Source: an optimization exercise on an open RTL-to-GDS flow (aim: small area, a short achievable clock period and few clock cycles). Production flows keep margins and buffers that such runs may drop.
RTL that was checked went through simulation tests only; none was proved equivalent to the original.
No functional check of the RTL was part of runs 2 to 4.
Power and IR drop assume default switching activity.

[flow/design.v]
function automatic [3:0] board_index(input [1:0] dir, input integer k, input integer i);
	integer r;
	integer c;
	integer idx;
	begin
		case (dir)
			2'd0: begin
				r = k;
				c = i;
			end
			2'd1: begin
				r = k;
				c = 4 - 1 - i;
			end
			2'd2: begin
				r = i;
				c = k;
			end
			default: begin  
				r = 4 - 1 - i;
				c = k;
			end
		endcase
		idx = r * 4 + c;
		board_index = idx[3:0];
	end
endfunction
module line_merge (input [15:0] line_in, output logic [15:0] line_out, output logic changed);
	logic [3:0] a0,a1,a2,a3,p0,p1,p2,p3;
	logic z0,z1,z2,z3;
	logic e01,e12,e23,m0,m1,m2;
	logic [3:0] t0,t1,t2,t3;   
	logic w0,w1,w2;            
	function automatic [3:0] inc(input [3:0] x);
		inc = {x[3]^(x[2]&x[1]&x[0]), x[2]^(x[1]&x[0]), x[1]^x[0], ~x[0]};
	endfunction
	always_comb begin
		{a3,a2,a1,a0} = line_in;
		z0 = a0==0; z1 = a1==0; z2 = a2==0; z3 = a3==0;
		p0 = !z0 ? a0 : !z1 ? a1 : !z2 ? a2 : a3;
		case ({z0,z1})
			2'b00: p1 = a1;
			2'b01, 2'b10: p1 = !z2 ? a2 : a3;
			default: p1 = a3;  
		endcase
		if ({z0,z1} == 2'b11) p1 = (!z2) ? a3 : 4'd0;
		p2 = (!z0 && !z1 && !z2) ? a2 : ((z0 + z1 + z2) == 1 ? a3 : 4'd0);
		if ((z0 + z1 + z2) == 1 && z3) p2 = 0;
		p3 = (!z0 && !z1 && !z2) ? a3 : 4'd0;
		if (!(!z0 && !z1 && !z2 && !z3)) p3 = 0;
		e01 = p0 == p1 && p1 != 0;
		e12 = p1 == p2 && p2 != 0;
		e23 = p2 == p3 && p3 != 0;
		m0 = e01;
		m1 = !m0 && e12;
		m2 = !m1 && e23;
		if (m0) begin
			t0 = inc(p0); w0 = p0 == 15;
			t1 = m2 ? inc(p2) : p2; w1 = m2 && p2 == 15;
			t2 = m2 ? 4'd0 : p3; w2 = 0;
			t3 = 0;
		end else if (m1) begin
			t0 = p0; w0 = 0;
			t1 = inc(p1); w1 = p1 == 15;
			t2 = p3; w2 = 0;
			t3 = 0;
		end else begin
			t0 = p0; w0 = 0;
			t1 = p1; w1 = 0;
			t2 = m2 ? inc(p2) : p2; w2 = m2 && p2 == 15;
			t3 = m2 ? 4'd0 : p3;
		end
		line_out = {t3,t2,t1,t0};
		if (w0 && w1) line_out = {8'd0, t3, t2};
		else if (w0) line_out = {4'd0, t3, t2, t1};
		else if (w1) line_out = {4'd0, t3, t2, t0};
		else if (w2) line_out = {4'd0, t3, t1, t0};
		changed = (z0 && (!z1 || !z2 || !z3)) | (z1 && (!z2 || !z3)) | (z2 && !z3) | m0 | m1 | m2;
	end
endmodule
module g2048_top (
	input  logic        clk,
	input  logic        rst_n,
	input  logic        cyc,
	input  logic        stb,
	input  logic        we,
	input  logic [4:0]  adr,
	input  logic [31:0] dat_w,
	output logic [31:0] dat_r,
	output logic        ack
);
function automatic [3:0] board_index(input [1:0] dir, input integer k, input integer i);
	integer r;
	integer c;
	integer idx;
	begin
		case (dir)
			2'd0: begin
				r = k;
				c = i;
			end
			2'd1: begin
				r = k;
				c = 4 - 1 - i;
			end
			2'd2: begin
				r = i;
				c = k;
			end
			default: begin  
				r = 4 - 1 - i;
				c = k;
			end
		endcase
		idx = r * 4 + c;
		board_index = idx[3:0];
	end
endfunction
	logic [63:0] board;       
	logic [3:0]  lfsr;
	logic [3:0]  ph;          
	logic        pend;        
	logic [1:0]  dir;
	logic        chg;         
	logic [3:0]  rdat;
	logic        rst_q;       
	logic        wr_pend;     
	logic [3:0]  wr_adr;      
	logic        busy;
	logic        req;
	logic        wr_move;
	logic [15:0] wr_cell;     
	logic [15:0] line;        
	logic [15:0] merged;
	logic        changed;
	logic [15:0] wrev;        
	logic        sel_row;     
	logic        sel_col;     
	logic [3:0]  lfsr_next;
	logic [15:0] put;
	logic [63:0] cur;         
	logic        win;
	logic        lose;
	logic [3:0]  rd_data;
	assign busy    = |ph;
	assign req     = cyc && stb && !ack && !busy && !rst_q;
	assign wr_move = req && we && (adr == 5'd16);
	always_comb begin
		for (int i = 0; i < 4; i++)
			line[4*i +: 4] = board[4*board_index(dir, 0, i) +: 4];
	end
	line_merge u_merge (
		.line_in  (line),
		.line_out (merged),
		.changed  (changed)
	);
	always_comb begin
		for (int k = 0; k < 4; k++)
			wrev[4*k +: 4] = dir[0] ? merged[4*(3 - k) +: 4] : merged[4*k +: 4];
	end
	assign lfsr_next = {lfsr[2:0], lfsr[3] ^ lfsr[2]};
	always_comb begin
		logic [15:0] empty;
		logic [15:0] upper;
		logic [3:0]  ru;          
		logic [3:0]  re;          
		logic [15:0] fu;          
		logic [15:0] fe;
		logic [3:0]  gu;          
		logic [3:0]  ge;
		for (int r = 0; r < 4; r++)
			for (int c = 0; c < 4; c++) begin
				empty[4*r + c] = (board[4*(4*r + c) +: 4] == 4'd0);
				upper[4*r + c] = empty[4*r + c]
				                 && (r > lfsr_next[3:2] || (r == lfsr_next[3:2] && c >= lfsr_next[1:0]));
			end
		for (int r = 0; r < 4; r++) begin
			ru[r] = |upper[4*r +: 4];
			re[r] = |empty[4*r +: 4];
			for (int c = 0; c < 4; c++) begin
				fu[4*r + c] = upper[4*r + c];
				fe[4*r + c] = empty[4*r + c];
				for (int k = 0; k < c; k++) begin
					if (upper[4*r + k]) fu[4*r + c] = 1'b0;
					if (empty[4*r + k]) fe[4*r + c] = 1'b0;
				end
			end
		end
		for (int r = 0; r < 4; r++) begin
			gu[r] = ru[r];
			ge[r] = re[r];
			for (int k = 0; k < r; k++) begin
				if (ru[k]) gu[r] = 1'b0;
				if (re[k]) ge[r] = 1'b0;
			end
		end
		for (int j = 0; j < 16; j++)
			put[j] = pend && chg && ((|ru) ? (gu[j/4] && fu[j]) : (ge[j/4] && fe[j]));
		cur = board;
		for (int j = 0; j < 16; j++)
			cur[4*j] = board[4*j] | put[j];
	end
	always_comb begin
		logic full;
		logic pair;
		win  = 1'b0;
		full = 1'b1;
		pair = 1'b0;
		for (int q = 0; q < 16; q++) begin
			if (cur[4*q +: 4] == 4'd0) full = 1'b0;
			if (cur[4*q +: 4] == 11) win = 1'b1;
		end
		for (int r = 0; r < 4; r++)
			for (int c = 0; c < 3; c++)
				if (cur[4*(4*r + c) +: 4] == cur[4*(4*r + c + 1) +: 4]) pair = 1'b1;
		for (int r = 0; r < 3; r++)
			for (int c = 0; c < 4; c++)
				if (cur[4*(4*r + c) +: 4] == cur[4*(4*r + c + 4) +: 4]) pair = 1'b1;
		lose = full && !pair;
	end
	always_comb begin
		logic [3:0] rowv [4];
		logic [3:0] cellv;
		logic [3:0] stv;
		for (int r = 0; r < 4; r++)
			rowv[r] = adr[1] ? (adr[0] ? cur[4*(4*r + 3) +: 4] : cur[4*(4*r + 2) +: 4])
			                 : (adr[0] ? cur[4*(4*r + 1) +: 4] : cur[4*(4*r) +: 4]);
		cellv   = adr[3] ? (adr[2] ? rowv[3] : rowv[2]) : (adr[2] ? rowv[1] : rowv[0]);
		stv     = (adr[3:0] == 5'd17 - 5'd16) ? {1'b0, lose, win, busy} : 4'd0;
		rd_data = adr[4] ? stv : cellv;
	end
	always_comb begin
		for (int j = 0; j < 16; j++)
			wr_cell[j] = wr_pend && !rst_q && (wr_adr == j);
	end
	assign sel_row = busy && !dir[1] && !rst_q;
	assign sel_col = busy && dir[1] && !rst_q;
	always_ff @(posedge clk) begin
		for (int r = 0; r < 4; r++)
			for (int c = 0; c < 4; c++)
				board[4*(4*r + c) +: 4] <=
					({4{!busy && !wr_cell[4*r + c] && !rst_q}} & cur[4*(4*r + c) +: 4])
					| ({4{wr_cell[4*r + c]}} & dat_w[3:0])
					| ({4{sel_row}} & ((r < 3) ? board[4*(4*(r + 1) + c) +: 4] : wrev[4*c +: 4]))
					| ({4{sel_col}} & ((c < 3) ? board[4*(4*r + c + 1) +: 4] : wrev[4*r +: 4]));
	end
	always_ff @(posedge clk) begin
		if (!rst_n)
			ack <= 1'b0;
		else
			ack <= req;
		rst_q   <= !rst_n;
		wr_pend <= rst_n && req && we && !adr[4];
		wr_adr  <= adr[3:0];
	end
	always_ff @(posedge clk) begin
		if (rst_q) begin
			ph   <= 4'd0;
			pend <= 1'b0;
			lfsr <= 4'b1001;
		end else begin
			ph   <= {ph[2:0], wr_move};
			pend <= ph[3];
			if (pend && chg)
				lfsr <= lfsr_next;
		end
	end
	always_ff @(posedge clk) begin
		if (!busy)
			dir <= dat_w[1:0];
		chg  <= busy && ((!ph[0] && chg) || changed);
		rdat <= rd_data;
	end
	assign dat_r = {28'd0, rdat};
endmodule
[flow/flow/run.sh]
#!/bin/bash
# Layout flow: the standard ORFS flow, with synthesis changed only in its
# technology mapping: no adder extraction (ADDER_MAP_FILE empty) and an
# area-oriented ABC script for the combinational logic, then ABC gate sizing. Registers, their
# names and cell types are as the standard synthesis makes them. The port
# buffers are buf_4 instead of the flow's pick. One tie cell drives all the
# constant outputs. Clock tree synthesis adds no dummy loads.
set -euo pipefail
HERE=$(pwd)
FLOW_DIR=$HERE/flow

# The read mux (from the address inputs to the read data register) is mapped
# on its own for depth first, as the address arrives late in the cycle; the
# rest of the logic is mapped for area.
cat > $HERE/own_synth.tcl <<'TCL'
proc abc {args} {
  set i [lsearch -exact $args -script]
  set stop ":-sky130_fd_sc_hd__dfxtp_1:-sky130_fd_sc_hd__edfxtp_1"
  yosys select -set rdmux i:adr %co*$stop c:rdat* %ci1 %ci*$stop %i {t:$_*} %i
  yosys tee -q -o $::env(OWN_FLOW_DIR)/../rdmux_cells.txt select -list @rdmux
  set fast $args
  lset fast [expr { $i + 1 }] $::env(OWN_FLOW_DIR)/abc_fast.script
  yosys abc {*}$fast -dont_use sky130_fd_sc_hd__mux4_1 -dont_use sky130_fd_sc_hd__mux4_2 -dont_use sky130_fd_sc_hd__mux4_4 @rdmux
  lset args [expr { $i + 1 }] $::env(OWN_FLOW_DIR)/abc_area.script
  yosys abc {*}$args
}
TCL
echo "source $HERE/synth_recipe.tcl" >> $HERE/own_synth.tcl
export OWN_FLOW_DIR=$FLOW_DIR

sed -e "s#SYNTH_SCRIPT=[^ ]*#SYNTH_SCRIPT=$HERE/own_synth.tcl ADDER_MAP_FILE= SKIP_REPAIR_TIE_FANOUT=1 SYNTH_INSBUF=0 BUFFER_PORTS_ARGS='-buffer_cell sky130_fd_sc_hd__buf_4' CTS_ARGS='-sink_clustering_enable -repair_clock_nets -buf_list {sky130_fd_sc_hd__clkbuf_4 sky130_fd_sc_hd__clkbuf_8} -dont_use_dummy_load -sink_clustering_size 30 -sink_clustering_max_diameter 80'#" standard.sh > $HERE/own_standard.sh
grep -q "own_synth.tcl" $HERE/own_standard.sh

bash $HERE/own_standard.sh finish > $HERE/make_finish.log 2>&1
[flow/flow/abc_area.script]
strash
&get -n
&fraig -x
&put
scorr
dc2
balance
rewrite
refactor
balance
rewrite
rewrite -z
balance
refactor -z
rewrite -z
balance
strash
dch -f
amap
topo
stime -c
upsize -c -D 5000
dnsize -c -D 5000
[flow/flow/abc_fast.script]
strash
&get -n
&fraig -x
&put
scorr
dc2
strash
&get -n
&dch -f
&if -g -K 6
&synch2
&nf
&put
topo
stime -c
buffer -c
upsize -c
dnsize -c
[flow/standard.sh]
#!/bin/bash
# synth_recipe.tcl (not shown) runs the flow's synth.tcl, then flattens the netlist and writes it again
# the make line also repeats each setting of config.mk as NAME=value (left out here)
make -C /OpenROAD-flow-scripts/flow DESIGN_CONFIG=/design/flow/config.mk WORK_HOME=/design/flow/orfs CLKGATE_MAP_FILE= SYNTH_SCRIPT=/design/flow/synth_recipe.tcl "${@:-finish}"
[flow/config.mk]
export PLATFORM = sky130hd
export DESIGN_NAME = g2048_top
export DESIGN_NICKNAME = g2048_top
export VERILOG_FILES = /design/flow/design.v
export SDC_FILE = /design/flow/constraint.sdc
export NUM_CORES = 8
export LEC_CHECK = 0
export CAP_MARGIN = 20
export CORE_MARGIN = 2
export CORE_UTILIZATION = 40
export CTS_BUF_LIST = sky130_fd_sc_hd__clkbuf_4 sky130_fd_sc_hd__clkbuf_8
export SLEW_MARGIN = 20
[flow/constraint.sdc]
create_clock -name core_clock -period 30.0 [get_ports {clk}]
set_input_delay 6.0000 -clock core_clock [delete_from_list [all_inputs] [get_ports {clk}]]
set_output_delay 6.0000 -clock core_clock [all_outputs]
set_load 0.01 [all_outputs]
==> qor.txt, run 1 <==
Post-synth net total - 1073
Post-DP HPWL - 25100 um
Clk root buf - clkbuf_8
I/O pin cnt - 75
Synthesized flop and latch total - 87
Status - finished clean
Mapped cell area - 7330 um2
Setup_tns - 0 ns
Async set-reset flop share out of synthesis - 0%
Final Max Tran Viols - 0
Clock tree buffer depth - 2
Congestion Overflow GR - 0
Fill count - 1922
Synth area leader - dfxtp_1
R2R Setup Slk - 23.77 ns
Fmax achieved - 142 MHz
Crit-path max FO - 27
Vias per Instance - 7.22
Post-synthesis instance total - 1031
Reg2reg end - board[14]
Pwr per Cell Area - 31.0 nW/um2
GRT Total Usage - 34.3%
Ranking of synthesized cells by area - dfxtp_1 (23%), o22ai_1 (9.9%), clkinv_1 (6.9%), nor2_1 (5.9%), mux2i_1 (5.2%)
CTS tree - done
Max-cap violations - 0
First-pass GRT wire length - 51900 um
Antenna violations before repair - 0
Fin. Hold Viols - 0
Vias in the first global route - 8577
Slew HR - 28.4%
Crit path DAT - 7.30 ns
Detailed Routing Iterations Pass 1 - 9
YS warnings - 3
CTS Buf Count - 9
Routability-driven placement congestion ratio - 1.01
R2R cell count - 24
Die H - 139 um
Final WL - 34400 um
Die area - 19400 um2
Multi-input logic area - 4930 um2
HP Class - reg2reg
Htree depth - 3
Unrepaired setup endpoints after global routing - no
Rows - 49
Largest net degree at the start of global routing - 40
Worst Hold Path EP - ph[3]
Max VDD drop - 0.0262 mV
ANT nets after route - 0
N_diodes - 0
Area Growth Syn to Fin - 7.41%
Worst hold stages - 1
Startpoint Class - primary input
Worst hold-check slack - 0.469 ns
Slew @ Worst Pin - 1.06 ns
LEAKAGE - 2.49 nW
Post_cts resized - 0
Worst-skew pair later-pin latency - 0.40 ns
Minimum clock period - 7.03 ns
Avg Cell Area, Syn - 7.11 um2
Clock transition at path regs - 0.10 ns
Tcrit/Tclk final - 23.4%
Post-synth top area share - 23.2%
Main synth FF type - dfxtp_1
Req. time, crit path - 30.27 ns
Nets - 1103
Iteration-0 DRC Markers - 1534
IO Port Bufs - 18
Worst setup EP type - register
Drt drc - 0
Die W - 139 um
CP Class - in2reg
Worst Skew - 0.0319 ns
Seq/Total Area, Yosys - 24.0%
Share of layout cells above drive strength 1 - 6.89%
Post-CTS Setup Inserts - 0
Hold_buf cts - 0
Sequential Area - 1760 um2
Hold Path Origin - ph[2]
CTS sink count - 87
Final Setup Violations - 0
Post-synth EDFFs - 2
Core box area - 18000 um2
Per-cell routed wire length - 26.7 um
DR vias - 9294
Reg2Reg Launch Point - dir[0]
Synth unique cells - 63
Initial Util - 40.8%
-- cell type report --
cell class	instances	area share [%]
Multi-Input combinational cell	786	62.6
Sequential cell	87	22.4
Inverter	149	7.17
Tap cell	229	3.64
Timing Repair Buffer	28	2.67
Clock buffer	9	1.57
-- cell families (layout without fill, tap and decap cells) --
family                 Yosys count  in the layout  synth area share (%)
DFF                             87             87                  24.0
buffers and inverters          158            186                  8.79
other                            1              1                0.0511
and+or+nand+nor                366            366                  24.4
muxes                           41             41                  5.70
AOI/OAI and AO/OA              378            378                  37.0
-- per-layer routing --
| metal | GRT usage, % | vias up | part of all wire [%] |
|---|---|---|---|
| li1 | - | 4118 | - |
| met5 | 0 | - | 0 |
| met4 | 19.0 | 0 | 6.1 |
| met3 | 8.16 | 168 | 12 |
| met2 | 48.9 | 718 | 41 |
| met1 | 47.4 | 4290 | 41 |
-- worst max-delay path by stage --
stage,startpoint,to,slack (ns),cells after the start
floorplan,adr[0],rdat[2],23.01,5
global placement,adr[2],ph[0],22.58,6
detailed placement,adr[0],rdat[2],22.59,5
CTS,adr[0],rdat[2],22.99,5
global route,adr[0],rdat[2],22.92,5
finish,adr[0],rdat[2],22.97,5
-- cells in the mapped netlist (5+ instances only) --
library cell  number
o21ai_0           46
o22a_1            19
clkinv_1         134
a21oi_1           40
o2111ai_1         21
a222oi_1          10
a221oi_1          21
a221o_1           21
nor2_2             5
nor4_1            41
buf_6              5
a31oi_1           12
nor3_1            38
inv_2             12
nor2_1           116
or2_0              7
nand4_1           12
mux2i_1           38
nor2b_1            7
nand2_1           76
a32oi_1            5
dfxtp_1           85
o221ai_1          29
a22oi_1           15
nand3_1           40
o22ai_1          116
-- per-stage QoR --
step / total power, W / cells / util, % / area [um2] / setup slack, ns
detailed placement: 0.000176 / 1279 / 43.1 / 7750 / 22.59
CTS: 0.000242 / 1288 / 43.8 / 7880 / 22.99
finish: 0.000244 / 1288 / 43.8 / 7880 / 22.97
global placement: 0.000176 / 1279 / 43.1 / 7750 / 22.58
global route: 0.000252 / 1288 / 43.8 / 7880 / 22.92
floorplan: 0.000160 / 1031 / - / 7330 / 23.01
-- layout by cell type, fill, tap and decap left out, types with 12 or more instances in the layout --
cell type and instances:
o22ai_1 116, a221oi_1 21, a221o_1 21, nand3_1 40
clkinv_1 134, a22oi_1 15, nand2_1 76, o21ai_0 46
buf_4 28, a21oi_1 40, nand4_1 12, o221ai_1 29
o22a_1 19, dfxtp_1 85, nor3_1 38, inv_2 12
mux2i_1 38, a31oi_1 12, o2111ai_1 21, nor2_1 115
nor4_1 41
-- critical path, cell delays in order --
cell and delay (ns):
buf_4 0.36, mux2_4 0.36, and3_4 0.18, nor4_2 0.25, a22oi_1 0.13
-- registers in the layout, indices dropped and copies added, names as in the netlist --
register,cells
wr_adr,4
ph,4
ack,1
lfsr,4
chg,1
rst_q,1
dir,2
wr_pend,1
pend,1
board,64
rdat,4
-- report_power, final --
group	switching [W]	leakage, nW	total, W	internal [W]
combinational	0.0000391	1.71	0.0000568	0.0000177
sequential	0.00000144	0.708	0.000118	0.000117
clock	0.0000418	0.0647	0.0000687	0.0000269
Testbench counts, summed over its fixed seeds: cycles 70,728.
==> run 2, diff against run 1 <==
--- a/flow/design.v
+++ b/flow/design.v
@@ -219,15 +219,20 @@
 		lose = full && !pair;
 	end
 	always_comb begin
-		logic [3:0] rowv [4];
+		logic [3:0] row_hit;
+		logic [3:0] col_hit;
 		logic [3:0] cellv;
 		logic [3:0] stv;
-		for (int r = 0; r < 4; r++)
-			rowv[r] = adr[1] ? (adr[0] ? cur[4*(4*r + 3) +: 4] : cur[4*(4*r + 2) +: 4])
-			                 : (adr[0] ? cur[4*(4*r + 1) +: 4] : cur[4*(4*r) +: 4]);
-		cellv   = adr[3] ? (adr[2] ? rowv[3] : rowv[2]) : (adr[2] ? rowv[1] : rowv[0]);
-		stv     = (adr[3:0] == 5'd17 - 5'd16) ? {1'b0, lose, win, busy} : 4'd0;
-		rd_data = adr[4] ? stv : cellv;
+		for (int k = 0; k < 4; k++) begin
+			row_hit[k] = (adr[3:2] == k) && !adr[4];
+			col_hit[k] = (adr[1:0] == k);
+		end
+		cellv = 4'd0;
+		for (int r = 0; r < 4; r++)
+			for (int c = 0; c < 4; c++)
+				cellv = cellv | ({4{row_hit[r] && col_hit[c]}} & cur[4*(4*r + c) +: 4]);
+		stv     = (adr == 5'd17) ? {1'b0, lose, win, busy} : 4'd0;
+		rd_data = cellv | stv;
 	end
 	always_comb begin
 		for (int j = 0; j < 16; j++)
--- a/flow/flow/run.sh
+++ b/flow/flow/run.sh
@@ -28,7 +28,7 @@
 echo "source $HERE/synth_recipe.tcl" >> $HERE/own_synth.tcl
 export OWN_FLOW_DIR=$FLOW_DIR
 
-sed -e "s#SYNTH_SCRIPT=[^ ]*#SYNTH_SCRIPT=$HERE/own_synth.tcl ADDER_MAP_FILE= SKIP_REPAIR_TIE_FANOUT=1 SYNTH_INSBUF=0 BUFFER_PORTS_ARGS='-buffer_cell sky130_fd_sc_hd__buf_4' CTS_ARGS='-sink_clustering_enable -repair_clock_nets -buf_list {sky130_fd_sc_hd__clkbuf_4 sky130_fd_sc_hd__clkbuf_8} -dont_use_dummy_load -sink_clustering_size 30 -sink_clustering_max_diameter 80'#" standard.sh > $HERE/own_standard.sh
+sed -e "s#SYNTH_SCRIPT=[^ ]*#SYNTH_SCRIPT=$HERE/own_synth.tcl ADDER_MAP_FILE= SKIP_REPAIR_TIE_FANOUT=1 SYNTH_INSBUF=0 BUFFER_PORTS_ARGS='-buffer_cell sky130_fd_sc_hd__buf_4' CTS_ARGS='-sink_clustering_enable -repair_clock_nets -buf_list {sky130_fd_sc_hd__clkbuf_4 sky130_fd_sc_hd__clkbuf_8} -dont_use_dummy_load'#" standard.sh > $HERE/own_standard.sh
 grep -q "own_synth.tcl" $HERE/own_standard.sh
 
 bash $HERE/own_standard.sh finish > $HERE/make_finish.log 2>&1
==> run 2 against run 1 <==
Still clean. Clock power rose by 3%. Via count rose by 3.8%. Clock skew rose by 0.0036 ns. Non-clock buffer count fell by 2. Combinational power rose by 6.5%. Synthesized cell count rose by 3.3%. Flip-flop and latch count did not move. Worst setup slack improved by 0.0055 ns. Sequential power barely moved. Worst hold slack improved by 0.014 ns. Design area fell by 0.54%. Maximum frequency barely moved. Largest cell class unchanged. Largest power group unchanged.
==> qor.txt, run 2 <==
Per-cell routed wire length - 26.5 um (was 26.7 um)
Hold_buf cts - 0 (unchanged)
ANT nets after route - 0 (unchanged)
Share of layout cells above drive strength 1 - 6.86% (was 6.89%)
Drt drc - 0 (unchanged)
Worst Skew - 0.0355 ns (was 0.0319 ns)
Routability-driven placement congestion ratio - 1.08 (was 1.01)
Detailed Routing Iterations Pass 1 - 8 (was 9)
Post-DP HPWL - 26100 um (was 25100 um)
Die H - 139 um (about the same)
Synthesized flop and latch total - 87 (unchanged)
Startpoint Class - primary input (unchanged)
Clk root buf - clkbuf_8 (unchanged)
Post-synthesis instance total - 1065 (was 1031)
Fmax achieved - 142 MHz (about the same)
Top post-synthesis cells by count - nor2_1 (147), clkinv_1 (143), o22ai_1 (91) (was clkinv_1 (134), nor2_1 (116), o22ai_1 (116))
Nets - 1137 (was 1103)
Final Max Tran Viols - 0 (unchanged)
Most common cell after layout, fill and taps aside - nor2_1 (was clkinv_1)
Final WL - 35000 um (was 34400 um)
Finished Layout Cells - 1322 (was 1288)
Post_cts resized - 0 (unchanged)
Synth unique cells - 66 (was 63)
Vias per Instance - 7.30 (was 7.22)
Iteration-0 DRC Markers - 1899 (was 1534)
Worst-skew pair later-pin latency - 0.41 ns (was 0.40 ns)
Synth area leader - dfxtp_1 (unchanged)
Final Setup Violations - 0 (unchanged)
CP Class - in2reg (unchanged)
HP Class - reg2reg (unchanged)
Number of flip-flops under the largest register name - 64 (unchanged)
Setup_tns - 0 ns (unchanged)
I/O pin cnt - 75 (unchanged)
Initial Util - 40.7% (was 40.8%)
Post-synth net total - 1107 (was 1073)
Mapped cell area - 7280 um2 (was 7330 um2)
Ranking of synthesized cells by area - dfxtp_1 (23%), o22ai_1 (7.8%), nor2_1 (7.6%), clkinv_1 (7.4%), o221ai_1 (5.8%) (was dfxtp_1 (23%), o22ai_1 (9.9%), clkinv_1 (6.9%), nor2_1 (5.9%), mux2i_1 (5.2%))
Tcrit/Tclk final - 23.4% (about the same)
Commonest non-fill, non-tap cells in the layout - nor2_1 (145), clkinv_1 (143), o22ai_1 (91) (was clkinv_1 (134), o22ai_1 (116), nor2_1 (115))
CTS Buf Count - 9 (unchanged)
Pwr per Cell Area - 31.8 nW/um2 (was 31.0 nW/um2)
Worst setup EP type - register (unchanged)
Crit path DAT - 7.30 ns (about the same)
CTS sink count - 87 (unchanged)
Die W - 139 um (about the same)
Req. time, crit path - 30.28 ns (was 30.27 ns)
CTS tree - done (unchanged)
Area Growth Syn to Fin - 7.58% (was 7.41%)
YS warnings - 2 (was 3)
Fin area - 7830 um2 (was 7880 um2)
Status - finished clean (unchanged)
Post-synth top area share - 23.4% (was 23.2%)
Htree depth - 3 (unchanged)
Multi-input logic area - 4850 um2 (was 4930 um2)
Max-cap violations - 0 (unchanged)
Hold Path Origin - ph[1] (was ph[2])
R2R cell count - 28 (was 24)
Max VDD drop - 0.0184 mV (was 0.0262 mV)
DR vias - 9647 (was 9294)
Reg2reg end - rdat[2] (was board[14])
Die area - 19300 um2 (was 19400 um2)
Post-synth EDFFs - 2 (unchanged)
Rows - 49 (unchanged)
Main synth FF type - dfxtp_1 (unchanged)
Reg2Reg Launch Point - lfsr[2] (was dir[0])
IO Port Bufs - 18 (unchanged)
Top reg by flops - board (unchanged)
Minimum clock period - 7.02 ns (was 7.03 ns)
Fill count - 1969 (was 1922)
Clock tree buffer depth - 2 (unchanged)
# placed instances - 1313 (was 1279)
Crit-path max FO - 11 (was 27)
Unrepaired setup endpoints after global routing - no (unchanged)
DP Area - 7710 um2 (was 7750 um2)
Slew HR - 36.5% (was 28.4%)
Seq/Total Area, Yosys - 24.2% (was 24.0%)
Setup crit start - adr[0] (unchanged)
Antenna violations before repair - 0 (unchanged)
LEAKAGE - 2.36 nW (was 2.49 nW)
Async set-reset flop share out of synthesis - 0% (unchanged)
GRT Total Usage - 35.0% (was 34.3%)
Clock transition at path regs - 0.09 ns (was 0.10 ns)
Vias in the first global route - 8745 (was 8577)
R2R Setup Slk - 23.00 ns (was 23.77 ns)
Congestion Overflow GR - 0 (unchanged)
Most common cell in the synthesized netlist - nor2_1 (was clkinv_1)
Fin. Hold Viols - 0 (unchanged)
First-pass GRT wire length - 52700 um (was 51900 um)
Avg Cell Area, Syn - 6.84 um2 (was 7.11 um2)
Slew @ Worst Pin - 0.944 ns (was 1.06 ns)
Core box area - 17900 um2 (was 18000 um2)
Worst hold-check slack - 0.483 ns (was 0.469 ns)
Sequential Area - 1760 um2 (unchanged)
Largest net degree at the start of global routing - 44 (was 40)
Post-CTS Setup Inserts - 0 (unchanged)
N_diodes - 0 (unchanged)
Worst Setup EP - rdat[3] (was rdat[2])
## run 2: cell families (layout without fill, tap and decap cells)
group                  Yosys count  count (layout)  share of synthesized area, %
flip-flops                      87              87                          24.2
AO/OA/AOI/OAI                  392             392                          38.4
AND/OR/NAND/NOR                418             418                          27.9
other                            1               1                        0.0515
buffers and inverters          167             195                          9.40
## run 2: through the flow
step | power [W] | util (%) | setup WS (ns)
2_1_floorplan | 0.000163 | - | 22.82
3_3_place_gp | 0.000179 | 43.1 | 22.57
5_1_grt | 0.000258 | 43.8 | 22.57
4_1_cts | 0.000246 | 43.8 | 22.99
6_report | 0.000249 | 43.8 | 22.98
3_5_place_dp | 0.000179 | 43.1 | 22.58
## run 2: how the worst min path moves through the flow
| stage | endpoint | slack (ns) | cells past startpoint |
|---|---|---|---|
| after floorplan | ph[1] | 0.41 | 2 |
| after global placement | ph[2] | 0.46 | 1 |
| after detailed placement | pend | 0.47 | 1 |
| after CTS | ph[2] | 0.49 | 1 |
| after global routing | ph[2] | 0.49 | 1 |
| final | ph[2] | 0.48 | 1 |
## run 2: worst max-delay path, stage by stage
cell and delay, ns:
buf_4 0.15, or3b_1 0.30, nor2_2 0.10, a22oi_1 0.20, nand4_1 0.14, or3_1 0.40
## run 2: report_power, final
group	internal (W)	switching (W)	total (W)	leakage (nW)
clock network	0.0000270	0.0000437	0.0000707	0.0647
logic	0.0000187	0.0000418	0.0000605	1.59
registers	0.000116	0.00000123	0.000118	0.708
## run 2: final cells by class
| type | instances | area share, % |
|---|---|---|
| multi-input cells | 811 | 61.9 |
| well taps | 229 | 3.66 |
| repair buffers | 26 | 2.49 |
| clock buffers | 9 | 1.58 |
| flip-flops and latches | 87 | 22.5 |
| inverters | 160 | 7.91 |
## run 2: layer usage
metal / vias to the layer above / global-route usage (%) / routed length, um
met1: 4431 / 46.5 / 13800
met5: - / 0 / 0
met2: 786 / 50.4 / 14200
met3: 184 / 11.3 / 4790
met4: 0 / 19.0 / 2260
li1: 4246 / - / -
==> run 3, diff against run 2 <==
--- a/flow/design.v
+++ b/flow/design.v
@@ -118,7 +118,7 @@
 endfunction
 	logic [63:0] board;       
 	logic [3:0]  lfsr;
-	logic [3:0]  ph;          
+	logic [1:0]  ph;          
 	logic        pend;        
 	logic [1:0]  dir;
 	logic        chg;         
@@ -130,10 +130,10 @@
 	logic        req;
 	logic        wr_move;
 	logic [15:0] wr_cell;     
-	logic [15:0] line;        
-	logic [15:0] merged;
-	logic        changed;
-	logic [15:0] wrev;        
+	logic [31:0] lines;       
+	logic [31:0] merged;
+	logic [1:0]  changed;
+	logic [31:0] wrev;        
 	logic        sel_row;     
 	logic        sel_col;     
 	logic [3:0]  lfsr_next;
@@ -146,17 +146,21 @@
 	assign req     = cyc && stb && !ack && !busy && !rst_q;
 	assign wr_move = req && we && (adr == 5'd16);
 	always_comb begin
-		for (int i = 0; i < 4; i++)
-			line[4*i +: 4] = board[4*board_index(dir, 0, i) +: 4];
-	end
-	line_merge u_merge (
-		.line_in  (line),
-		.line_out (merged),
-		.changed  (changed)
-	);
-	always_comb begin
-		for (int k = 0; k < 4; k++)
-			wrev[4*k +: 4] = dir[0] ? merged[4*(3 - k) +: 4] : merged[4*k +: 4];
+		for (int u = 0; u < 2; u++)
+			for (int i = 0; i < 4; i++)
+				lines[16*u + 4*i +: 4] = board[4*board_index(dir, u, i) +: 4];
+	end
+	for (genvar g = 0; g < 2; g++) begin : g_line
+		line_merge u_merge (
+			.line_in  (lines[16*g +: 16]),
+			.line_out (merged[16*g +: 16]),
+			.changed  (changed[g])
+		);
+	end
+	always_comb begin
+		for (int u = 0; u < 2; u++)
+			for (int k = 0; k < 4; k++)
+				wrev[16*u + 4*k +: 4] = dir[0] ? merged[16*u + 4*(3 - k) +: 4] : merged[16*u + 4*k +: 4];
 	end
 	assign lfsr_next = {lfsr[2:0], lfsr[3] ^ lfsr[2]};
 	always_comb begin
@@ -219,20 +223,15 @@
 		lose = full && !pair;
 	end
 	always_comb begin
-		logic [3:0] row_hit;
-		logic [3:0] col_hit;
+		logic [3:0] rowv [4];
 		logic [3:0] cellv;
 		logic [3:0] stv;
-		for (int k = 0; k < 4; k++) begin
-			row_hit[k] = (adr[3:2] == k) && !adr[4];
-			col_hit[k] = (adr[1:0] == k);
-		end
-		cellv = 4'd0;
-		for (int r = 0; r < 4; r++)
-			for (int c = 0; c < 4; c++)
-				cellv = cellv | ({4{row_hit[r] && col_hit[c]}} & cur[4*(4*r + c) +: 4]);
-		stv     = (adr == 5'd17) ? {1'b0, lose, win, busy} : 4'd0;
-		rd_data = cellv | stv;
+		for (int r = 0; r < 4; r++)
+			rowv[r] = adr[1] ? (adr[0] ? cur[4*(4*r + 3) +: 4] : cur[4*(4*r + 2) +: 4])
+			                 : (adr[0] ? cur[4*(4*r + 1) +: 4] : cur[4*(4*r) +: 4]);
+		cellv   = adr[3] ? (adr[2] ? rowv[3] : rowv[2]) : (adr[2] ? rowv[1] : rowv[0]);
+		stv     = (adr[3:0] == 5'd17 - 5'd16) ? {1'b0, lose, win, busy} : 4'd0;
+		rd_data = adr[4] ? stv : cellv;
 	end
 	always_comb begin
 		for (int j = 0; j < 16; j++)
@@ -246,8 +245,8 @@
 				board[4*(4*r + c) +: 4] <=
 					({4{!busy && !wr_cell[4*r + c] && !rst_q}} & cur[4*(4*r + c) +: 4])
 					| ({4{wr_cell[4*r + c]}} & dat_w[3:0])
-					| ({4{sel_row}} & ((r < 3) ? board[4*(4*(r + 1) + c) +: 4] : wrev[4*c +: 4]))
-					| ({4{sel_col}} & ((c < 3) ? board[4*(4*r + c + 1) +: 4] : wrev[4*r +: 4]));
+					| ({4{sel_row}} & ((r < 2) ? board[4*(4*(r + 2) + c) +: 4] : wrev[16*(r - 2) + 4*c +: 4]))
+					| ({4{sel_col}} & ((c < 2) ? board[4*(4*r + c + 2) +: 4] : wrev[16*(c - 2) + 4*r +: 4]));
 	end
 	always_ff @(posedge clk) begin
 		if (!rst_n)
@@ -260,12 +259,12 @@
 	end
 	always_ff @(posedge clk) begin
 		if (rst_q) begin
-			ph   <= 4'd0;
+			ph   <= 2'd0;
 			pend <= 1'b0;
 			lfsr <= 4'b1001;
 		end else begin
-			ph   <= {ph[2:0], wr_move};
-			pend <= ph[3];
+			ph   <= {ph[0], wr_move};
+			pend <= ph[1];
 			if (pend && chg)
 				lfsr <= lfsr_next;
 		end
@@ -273,7 +272,7 @@
 	always_ff @(posedge clk) begin
 		if (!busy)
 			dir <= dat_w[1:0];
-		chg  <= busy && ((!ph[0] && chg) || changed);
+		chg  <= busy && ((!ph[0] && chg) || (|changed));
 		rdat <= rd_data;
 	end
 	assign dat_r = {28'd0, rdat};
==> run 3 against run 2 <==
Largest power group unchanged. Via count up 13%. Highest routed layer unchanged. Die area up 15%. Flip-flop and latch count down 2. Clock skew down 0.00072 ns. Sequential share of layout area down 3.4 points. Largest cell class unchanged. Worst hold slack worse by 0.011 ns. Critical path type unchanged. Register-to-register slack better by 0.67 ns.
==> qor.txt, run 3 <==
Status - finished clean (unchanged)
HP Class - reg2reg (unchanged)
Clk root buf - clkbuf_8 (unchanged)
Top post-synthesis cells by count - nor2_1 (159), clkinv_1 (138), o22ai_1 (120) (was nor2_1 (147), clkinv_1 (143), o22ai_1 (91))
Reg2Reg Launch Point - dir[1] (was lfsr[2])
First-pass GRT wire length - 60500 um (was 52700 um)
CP Class - in2reg (unchanged)
Die H - 149 um (was 139 um)
Max VDD drop - 0.0223 mV (was 0.0184 mV)
R2R cell count - 23 (was 28)
Slowest CP cell - mux2_4 (was or3_1)
Final core utilization - 43.3% (was 43.8%)
Die W - 149 um (was 139 um)
Nets - 1265 (was 1137)
GRT Total Usage - 36.1% (was 35.0%)
LEAKAGE - 2.94 nW (was 2.36 nW)
YS warnings - 3 (was 2)
CTS Buf Count - 9 (unchanged)
Initial Util - 40.3% (was 40.7%)
Pwr per Cell Area - 32.1 nW/um2 (was 31.8 nW/um2)
I/O pin cnt - 75 (unchanged)
Worst setup EP type - register (unchanged)
Largest net degree at the start of global routing - 45 (was 44)
Slew @ Worst Pin - 1.08 ns (was 0.944 ns)
Synthesized flop and latch total - 85 (was 87)
N_diodes - 0 (unchanged)
Core box area - 20800 um2 (was 17900 um2)
Crit-path max FO - 27 (was 11)
Die area - 22200 um2 (was 19300 um2)
CTS sink count - 85 (was 87)
Worst-skew pair later-pin latency - 0.40 ns (was 0.41 ns)
Mapped cell area - 8400 um2 (was 7280 um2)
R2R Setup Slk - 23.67 ns (was 23.00 ns)
Worst Skew - 0.0348 ns (was 0.0355 ns)
Worst path cell trace - buf_4, mux2_4, and3_4, nor4_2, a22oi_1 (was buf_4, or3b_1, nor2_2, a22oi_1, nand4_1, or3_1)
Synth area leader - dfxtp_1 (unchanged)
Ranking of synthesized cells by area - dfxtp_1 (20%), o22ai_1 (8.9%), nor2_1 (7.1%), clkinv_1 (6.2%), o221ai_1 (6.2%) (was dfxtp_1 (23%), o22ai_1 (7.8%), nor2_1 (7.6%), clkinv_1 (7.4%), o221ai_1 (5.8%))
Commonest non-fill, non-tap cells in the layout - nor2_1 (156), clkinv_1 (138), o22ai_1 (120) (was nor2_1 (145), clkinv_1 (143), o22ai_1 (91))
Area Growth Syn to Fin - 7.30% (was 7.58%)
Top reg by flops - board (unchanged)
Async set-reset flop share out of synthesis - 0% (unchanged)
Fill count - 2213 (was 1969)
Largest stage delay on the critical path - 0.35 ns (was 0.40 ns)
Reg2reg end - board[24] (was rdat[2])
Minimum clock period - 7.01 ns (was 7.02 ns)
Hold_buf cts - 0 (unchanged)
Finished Layout Cells - 1496 (was 1322)
Avg Cell Area, Syn - 7.05 um2 (was 6.84 um2)
Post-synth top area share - 19.8% (was 23.4%)
Tcrit/Tclk final - 23.4% (about the same)
Worst hold stages - 1 (unchanged)
Fin. Hold Viols - 0 (unchanged)
Main synth FF type - dfxtp_1 (unchanged)
Most common cell in the synthesized netlist - nor2_1 (unchanged)
DR vias - 10900 (was 9647)
Post-DP HPWL - 30900 um (was 26100 um)
Unrepaired setup endpoints after global routing - no (unchanged)
Routability-driven placement congestion ratio - 1.07 (was 1.08)
Drt drc - 0 (unchanged)
Final Setup Violations - 0 (unchanged)
Per-cell routed wire length - 27.3 um (was 26.5 um)
Slew HR - 27.9% (was 36.5%)
Post-synthesis instance total - 1192 (was 1065)
Post-synth net total - 1234 (was 1107)
# placed instances - 1487 (was 1313)
Rows - 53 (was 49)
Hold Path Origin - ph[1] (unchanged)
Req. time, crit path - 30.26 ns (was 30.28 ns)
Max-cap violations - 0 (unchanged)
Post-synth EDFFs - 2 (unchanged)
Iteration-0 DRC Markers - 2047 (was 1899)
Vias in the first global route - 9870 (was 8745)
Antenna violations before repair - 0 (unchanged)
Final WL - 40800 um (was 35000 um)
Htree depth - 3 (unchanged)
Detailed Routing Iterations Pass 1 - 14 (was 8)
Fmax achieved - 143 MHz (was 142 MHz)
Crit path DAT - 7.27 ns (was 7.30 ns)
Vias per Instance - 7.32 (was 7.30)
Number of flip-flops under the largest register name - 64 (unchanged)
Worst Hold Path EP - pend (was ph[2])
Synth unique cells - 77 (was 66)
Post-CTS Setup Inserts - 0 (unchanged)
IO Port Bufs - 18 (unchanged)
Setup_tns - 0 ns (unchanged)
Startpoint Class - primary input (unchanged)
Sequential Area - 1720 um2 (was 1760 um2)
CTS tree - done (unchanged)
Post_cts resized - 0 (unchanged)
Most common cell after layout, fill and taps aside - nor2_1 (unchanged)
ANT nets after route - 0 (unchanged)
Clock tree buffer depth - 2 (unchanged)
Congestion Overflow GR - 0 (unchanged)
Seq/Total Area, Yosys - 20.5% (was 24.2%)
Clock transition at path regs - 0.08 ns (was 0.09 ns)
Share of layout cells above drive strength 1 - 8.52% (was 6.86%)
Final Max Tran Viols - 0 (unchanged)
Multi-input logic area - 5910 um2 (was 4850 um2)
run 3: changes by cell type in the layout (fill, tap and decap cells not counted), sizes merged, moves of 8 or more:
cell	change
nor2	+9
nand3	-25
o21ai	+10
o2111ai	-9
o221ai	+16
a31oi	-15
mux2i	+38
inv	+21
o22a	+12
a222oi	+16
nor4	+8
o22ai	+30
a21oi	+8
run 3: power breakdown:
| part | switching [W] | total (W) | leakage [nW] | internal, W |
|---|---|---|---|---|
| Clock | 0.0000427 | 0.0000697 | 0.0647 | 0.0000270 |
| Sequential | 0.00000141 | 0.000116 | 0.692 | 0.000114 |
| Combinational | 0.0000710 | 0.000104 | 2.19 | 0.0000335 |
run 3: cells by family (layout without fill, tap and decap cells):
family,after synthesis,in the layout,synth area share (%)
flops,85,85,20.5
simple gates,406,406,24.0
mux,41,41,4.98
compound gates,473,473,41.3
buf+inv,186,215,9.19
other cells,1,1,0.0446
run 3: worst max path at each step:
stage	start	to	depth (start not counted)
final	adr[0]	rdat[2]	5
after global routing	adr[0]	rdat[2]	5
after global placement	adr[0]	rdat[2]	5
after detailed placement	adr[0]	rdat[2]	5
after CTS	adr[0]	rdat[2]	5
after floorplan	adr[0]	rdat[2]	5
run 3: final cells by class:
type	instances	share of cell area [%]
Sequential cell	85	19.1
Tap cell	275	3.82
Multi-Input combinational cell	921	65.6
Timing Repair Buffer	29	2.42
Inverter	177	7.68
Clock buffer	9	1.37
run 3: per-stage QoR:
step | hold WS [ns] | worst slack (ns) | cell area, um2 | total power (W)
2_1_floorplan | 0.412 | 23.01 | 8400 | 0.000193
3_3_place_gp | 0.447 | 22.61 | 8890 | 0.000219
3_5_place_dp | 0.459 | 22.62 | 8890 | 0.000219
4_1_cts | 0.471 | 23.01 | 9010 | 0.000287
5_1_grt | 0.477 | 22.93 | 9010 | 0.000301
6_report | 0.471 | 22.99 | 9010 | 0.000290
run 3: critical path, delay by kind of cell:
family          cells  cell delay [ns]
simple gates        2             0.44
buf+inv             1             0.33
compound gates      1             0.13
mux                 1             0.35
run 3: layer usage:
metal | routed length [um] | track usage (%) | vias up
met5 | 0 | 0 | -
met4 | 2500 | 19.0 | 0
met3 | 5330 | 7.86 | 185
met2 | 16700 | 52.1 | 847
met1 | 16300 | 50.0 | 5102
li1 | - | - | 4814
==> run 4, diff against run 3 <==
--- a/flow/design.v
+++ b/flow/design.v
@@ -130,6 +130,7 @@
 	logic        req;
 	logic        wr_move;
 	logic [15:0] wr_cell;     
+	logic [3:0]  wr_dat;
 	logic [31:0] lines;       
 	logic [31:0] merged;
 	logic [1:0]  changed;
@@ -235,7 +236,8 @@
 	end
 	always_comb begin
 		for (int j = 0; j < 16; j++)
-			wr_cell[j] = wr_pend && !rst_q && (wr_adr == j);
+			wr_cell[j] = rst_q || (wr_pend && (wr_adr == j));
+		wr_dat = rst_q ? 4'd0 : dat_w[3:0];
 	end
 	assign sel_row = busy && !dir[1] && !rst_q;
 	assign sel_col = busy && dir[1] && !rst_q;
@@ -243,8 +245,8 @@
 		for (int r = 0; r < 4; r++)
 			for (int c = 0; c < 4; c++)
 				board[4*(4*r + c) +: 4] <=
-					({4{!busy && !wr_cell[4*r + c] && !rst_q}} & cur[4*(4*r + c) +: 4])
-					| ({4{wr_cell[4*r + c]}} & dat_w[3:0])
+					({4{!busy && !wr_cell[4*r + c]}} & cur[4*(4*r + c) +: 4])
+					| ({4{wr_cell[4*r + c]}} & wr_dat)
 					| ({4{sel_row}} & ((r < 2) ? board[4*(4*(r + 2) + c) +: 4] : wrev[16*(r - 2) + 4*c +: 4]))
 					| ({4{sel_col}} & ((c < 2) ? board[4*(4*r + c + 2) +: 4] : wrev[16*(c - 2) + 4*r +: 4]));
 	end
--- a/flow/flow/run.sh
+++ b/flow/flow/run.sh
@@ -4,7 +4,7 @@
 # area-oriented ABC script for the combinational logic, then ABC gate sizing. Registers, their
 # names and cell types are as the standard synthesis makes them. The port
 # buffers are buf_4 instead of the flow's pick. One tie cell drives all the
-# constant outputs. Clock tree synthesis adds no dummy loads.
+# constant outputs.
 set -euo pipefail
 HERE=$(pwd)
 FLOW_DIR=$HERE/flow
@@ -28,7 +28,7 @@
 echo "source $HERE/synth_recipe.tcl" >> $HERE/own_synth.tcl
 export OWN_FLOW_DIR=$FLOW_DIR
 
-sed -e "s#SYNTH_SCRIPT=[^ ]*#SYNTH_SCRIPT=$HERE/own_synth.tcl ADDER_MAP_FILE= SKIP_REPAIR_TIE_FANOUT=1 SYNTH_INSBUF=0 BUFFER_PORTS_ARGS='-buffer_cell sky130_fd_sc_hd__buf_4' CTS_ARGS='-sink_clustering_enable -repair_clock_nets -buf_list {sky130_fd_sc_hd__clkbuf_4 sky130_fd_sc_hd__clkbuf_8} -dont_use_dummy_load'#" standard.sh > $HERE/own_standard.sh
+sed -e "s#SYNTH_SCRIPT=[^ ]*#SYNTH_SCRIPT=$HERE/own_synth.tcl ADDER_MAP_FILE= SKIP_REPAIR_TIE_FANOUT=1 SYNTH_INSBUF=0 BUFFER_PORTS_ARGS='-buffer_cell sky130_fd_sc_hd__buf_4'#" standard.sh > $HERE/own_standard.sh
 grep -q "own_synth.tcl" $HERE/own_standard.sh
 
 bash $HERE/own_standard.sh finish > $HERE/make_finish.log 2>&1
--- a/flow/flow/abc_area.script
+++ b/flow/flow/abc_area.script
@@ -19,5 +19,5 @@
 amap
 topo
 stime -c
-upsize -c -D 5000
-dnsize -c -D 5000
+upsize -c
+dnsize -c
==> run 4 against run 3 <==
Register-to-register slack got worse by 0.52 ns. Flip-flop and latch count did not move. Power rose by 8.3%. Via count rose by 0.55%. Final cell count rose by 1.3%. Critical path depth did not move. Wire length rose by 1.7%. Die area rose by 0.32%.
==> qor.txt, run 4 <==
Status - finished clean (unchanged)
Avg Cell Area, Syn - 6.99 um2 (was 7.05 um2)
Commonest non-fill, non-tap cells in the layout - nor2_1 (170), clkinv_1 (154), o22ai_1 (117) (was nor2_1 (156), clkinv_1 (138), o22ai_1 (120))
Largest net degree at the start of global routing - 47 (was 45)
Detailed Routing Iterations Pass 1 - 10 (was 14)
Share of layout cells above drive strength 1 - 8.47% (was 8.52%)
Final Setup Violations - 0 (unchanged)
Post-synth top area share - 19.7% (was 19.8%)
Grt peak-use layer - met2 (unchanged)
Tcrit/Tclk final - 23.9% (was 23.4%)
Crit-path max FO - 10 (was 27)
Clock tree buffer depth - 2 (unchanged)
Clock transition at path regs - 0.10 ns (was 0.08 ns)
Fill count - 2227 (was 2213)
Met2 track demand over resource - 52.1% (about the same)
Vias in the first global route - 10100 (was 9870)
Drt drc - 0 (unchanged)
Rows - 53 (unchanged)
Routability-driven placement congestion ratio - 1.05 (was 1.07)
GRT Total Usage - 36.3% (was 36.1%)
Most common cell in the synthesized netlist - nor2_1 (unchanged)
Fin. Hold Viols - 0 (unchanged)
Max-cap violations - 0 (unchanged)
LEAKAGE - 2.93 nW (was 2.94 nW)
# placed instances - 1499 (was 1487)
Iteration-0 DRC Markers - 1762 (was 2047)
Die H - 149 um (about the same)
Setup_tns - 0 ns (unchanged)
Crit path DAT - 7.43 ns (was 7.27 ns)
Slew HR - 34.3% (was 27.9%)
Nets - 1277 (was 1265)
Post_cts resized - 0 (unchanged)
Post-synthesis instance total - 1206 (was 1192)
Ranking of synthesized cells by area - dfxtp_1 (20%), o22ai_1 (8.7%), nor2_1 (7.7%), o221ai_1 (7.2%), clkinv_1 (6.9%) (was dfxtp_1 (20%), o22ai_1 (8.9%), nor2_1 (7.1%), clkinv_1 (6.2%), o221ai_1 (6.2%))
Post-CTS Setup Inserts - 0 (unchanged)
Routing usage on met3 - 9.33% (was 7.86%)
Initial Util - 40.5% (was 40.3%)
Async set-reset flop share out of synthesis - 0% (unchanged)
Hold_buf cts - 0 (unchanged)
IO Port Bufs - 18 (unchanged)
Seq/Total Area, Yosys - 20.4% (was 20.5%)
Antenna violations before repair - 0 (unchanged)
Unrepaired setup endpoints after global routing - no (unchanged)
Congestion Overflow GR - 0 (unchanged)
CP Class - in2reg (unchanged)
Finished Layout Cells - 1515 (was 1496)
CTS tree - done (unchanged)
Post-synth EDFFs - 2 (unchanged)
Req. time, crit path - 30.27 ns (was 30.26 ns)
Die area - 22200 um2 (about the same)
Most common cell after layout, fill and taps aside - nor2_1 (unchanged)
Post-DP HPWL - 31100 um (was 30900 um)
Worst-skew pair later-pin latency - 0.41 ns (was 0.40 ns)
Pwr per Cell Area - 34.4 nW/um2 (was 32.1 nW/um2)
Top post-synthesis cells by count - nor2_1 (173), clkinv_1 (154), o22ai_1 (117) (was nor2_1 (159), clkinv_1 (138), o22ai_1 (120))
Synth area leader - dfxtp_1 (unchanged)
Vias per Instance - 7.27 (was 7.32)
Clk root buf - clkbuf_8 (unchanged)
Core box area - 20800 um2 (unchanged)
Main synth FF type - dfxtp_1 (unchanged)
Max VDD drop - 0.0258 mV (was 0.0223 mV)
Slew @ Worst Pin - 0.985 ns (was 1.08 ns)
Top reg by flops - board (unchanged)
CTS Buf Count - 9 (unchanged)
ANT nets after route - 0 (unchanged)
Per-cell routed wire length - 27.4 um (was 27.3 um)
DP Area - 8900 um2 (was 8890 um2)
Worst setup EP type - register (unchanged)
CTS sink count - 85 (unchanged)
Area Growth Syn to Fin - 8.18% (was 7.30%)
Fmax achieved - 140 MHz (was 143 MHz)
First-pass GRT wire length - 60700 um (was 60500 um)
Die W - 149 um (about the same)
Synth unique cells - 73 (was 77)
Htree depth - 3 (unchanged)
N_diodes - 0 (unchanged)
YS warnings - 3 (unchanged)
DR vias - 11000 (was 10900)
Worst hold-check slack - 0.474 ns (was 0.471 ns)
Final Max Tran Viols - 0 (unchanged)
Synthesized flop and latch total - 85 (unchanged)
Mapped cell area - 8430 um2 (was 8400 um2)
GR Util met1 - 48.7% (was 50.0%)
Fin area - 9120 um2 (was 9010 um2)
Minimum clock period - 7.16 ns (was 7.01 ns)
Number of flip-flops under the largest register name - 64 (unchanged)
HP Class - reg2reg (unchanged)
I/O pin cnt - 75 (unchanged)
Startpoint Class - primary input (unchanged)
Worst Skew - 0.00845 ns (was 0.0348 ns)
Final WL - 41500 um (was 40800 um)
Post-synth net total - 1248 (was 1234)
==> run 4: cell types whose count changed after synthesis, moves of 8 or more <==
cell      before  now
clkinv_1     138  154
inv_2         26   18
nand3_1       21   31
nor2_1       159  173
nor4_1        49   39
o21ai_1       23   12
o221ai_1      59   69
==> run 4: where the power goes <==
| part | internal, W | total, W | switching (W) |
|---|---|---|---|
| Clock | 0.0000407 | 0.0000936 | 0.0000530 |
| Sequential | 0.000114 | 0.000116 | 0.00000154 |
| Combinational | 0.0000331 | 0.000104 | 0.0000713 |
| Total | 0.000188 | 0.000314 | 0.000126 |
==> run 4: worst paths after layout <==
| kind | startpoint | endpoint | slack, ns | cells past startpoint |
|---|---|---|---|---|
| max | dat_w[3] | board[47] | 22.84 | 5 |
| min | ph[1] | pend | 0.47 | 1 |
| max reg2reg | lfsr[2] | rdat[2] | 23.15 | 26 |
| min reg2reg | ph[1] | pend | 0.47 | 1 |
==> run 4: through the flow <==
| step | total power (W) | setup slack [ns] | utilization, % |
|---|---|---|---|
| 2_1_floorplan | 0.000193 | 23.01 | - |
| 3_3_place_gp | 0.000219 | 22.50 | 42.7 |
| 3_5_place_dp | 0.000219 | 22.51 | 42.7 |
| 4_1_cts | 0.000311 | 22.93 | 43.8 |
| 5_1_grt | 0.000324 | 22.60 | 43.8 |
| 6_report | 0.000314 | 22.84 | 43.8 |
==> run 4: area by class of cell <==
class                      instances  area, um2  area share (%)
clock buffer                       9        124            1.36
clock inverter                     7       91.3            1.00
inverter                         182        716            7.85
multi-input combinational        930       5920            64.9
sequential                        85       1720            18.9
tap                              275        344            3.77
timing repair buffer              27        203            2.22
==> run 4: critical path, stage by stage <==
cell and delay [ns]:
buf_4 0.11, nand2_1 0.41, clkinv_1 0.39, a222oi_1 0.41
o21ai_1 0.11
==> run 4: kinds of logic after synthesis <==
logic type             share of synthesized area (%)
other                                         0.0445
muxes                                           4.96
buffers and inverters                           9.44
AOI/OAI and AO/OA                               40.8
and+or+nand+nor                                 24.3
DFF                                             20.4
==> run 4: per-layer routing <==
layer | vias up | part of all wire, %
li1 | 4837 | -
met1 | 5127 | 40
met2 | 830 | 41
met3 | 214 | 12
met4 | 0 | 7.1
met5 | - | 0

what the ideal ports hide:
The results above use ideal ports. As a check the final layouts listed here were re-extracted and re-timed, cells and wires unchanged.
Step 1 assumes that a clkbuf_16 drives the clock port and a buf_2 every other input.
Step 2, shift: input delay + t, output delay - t, t = (earliest + latest rising clock arrival at the registers) / 2. This alone moves slack from input paths to output paths.
a / b / c = ideal ports / drivers / drivers and shift; a / b = the first two.
| run | t (ns) | slack for setup (ns) | clock arrival spread, ns | slew at the worst register clock pin (ns) | worst data-port slew with drivers (ns) |
|---|---|---|---|---|---|
| run 1 | 0.425 | 22.973 / 22.988 / 22.563 | 0.032 / 0.032 | 0.10 / 0.10 | 0.04 |
| run 2 | 0.433 | 22.978 / 22.995 / 22.566 | 0.036 / 0.035 | 0.11 / 0.11 | 0.03 |
| run 3 | 0.422 | 22.990 / 23.005 / 22.582 | 0.035 / 0.035 | 0.11 / 0.11 | 0.04 |
| run 4 | 0.443 | 22.840 / 22.857 / 22.414 | 0.009 / 0.008 | 0.10 / 0.10 | 0.03 |
After both steps setup and hold are still met in every run listed. For run 4, which loses most, drivers alone change the setup slack by +0.017 ns; drivers and shift together by -0.426 ns.
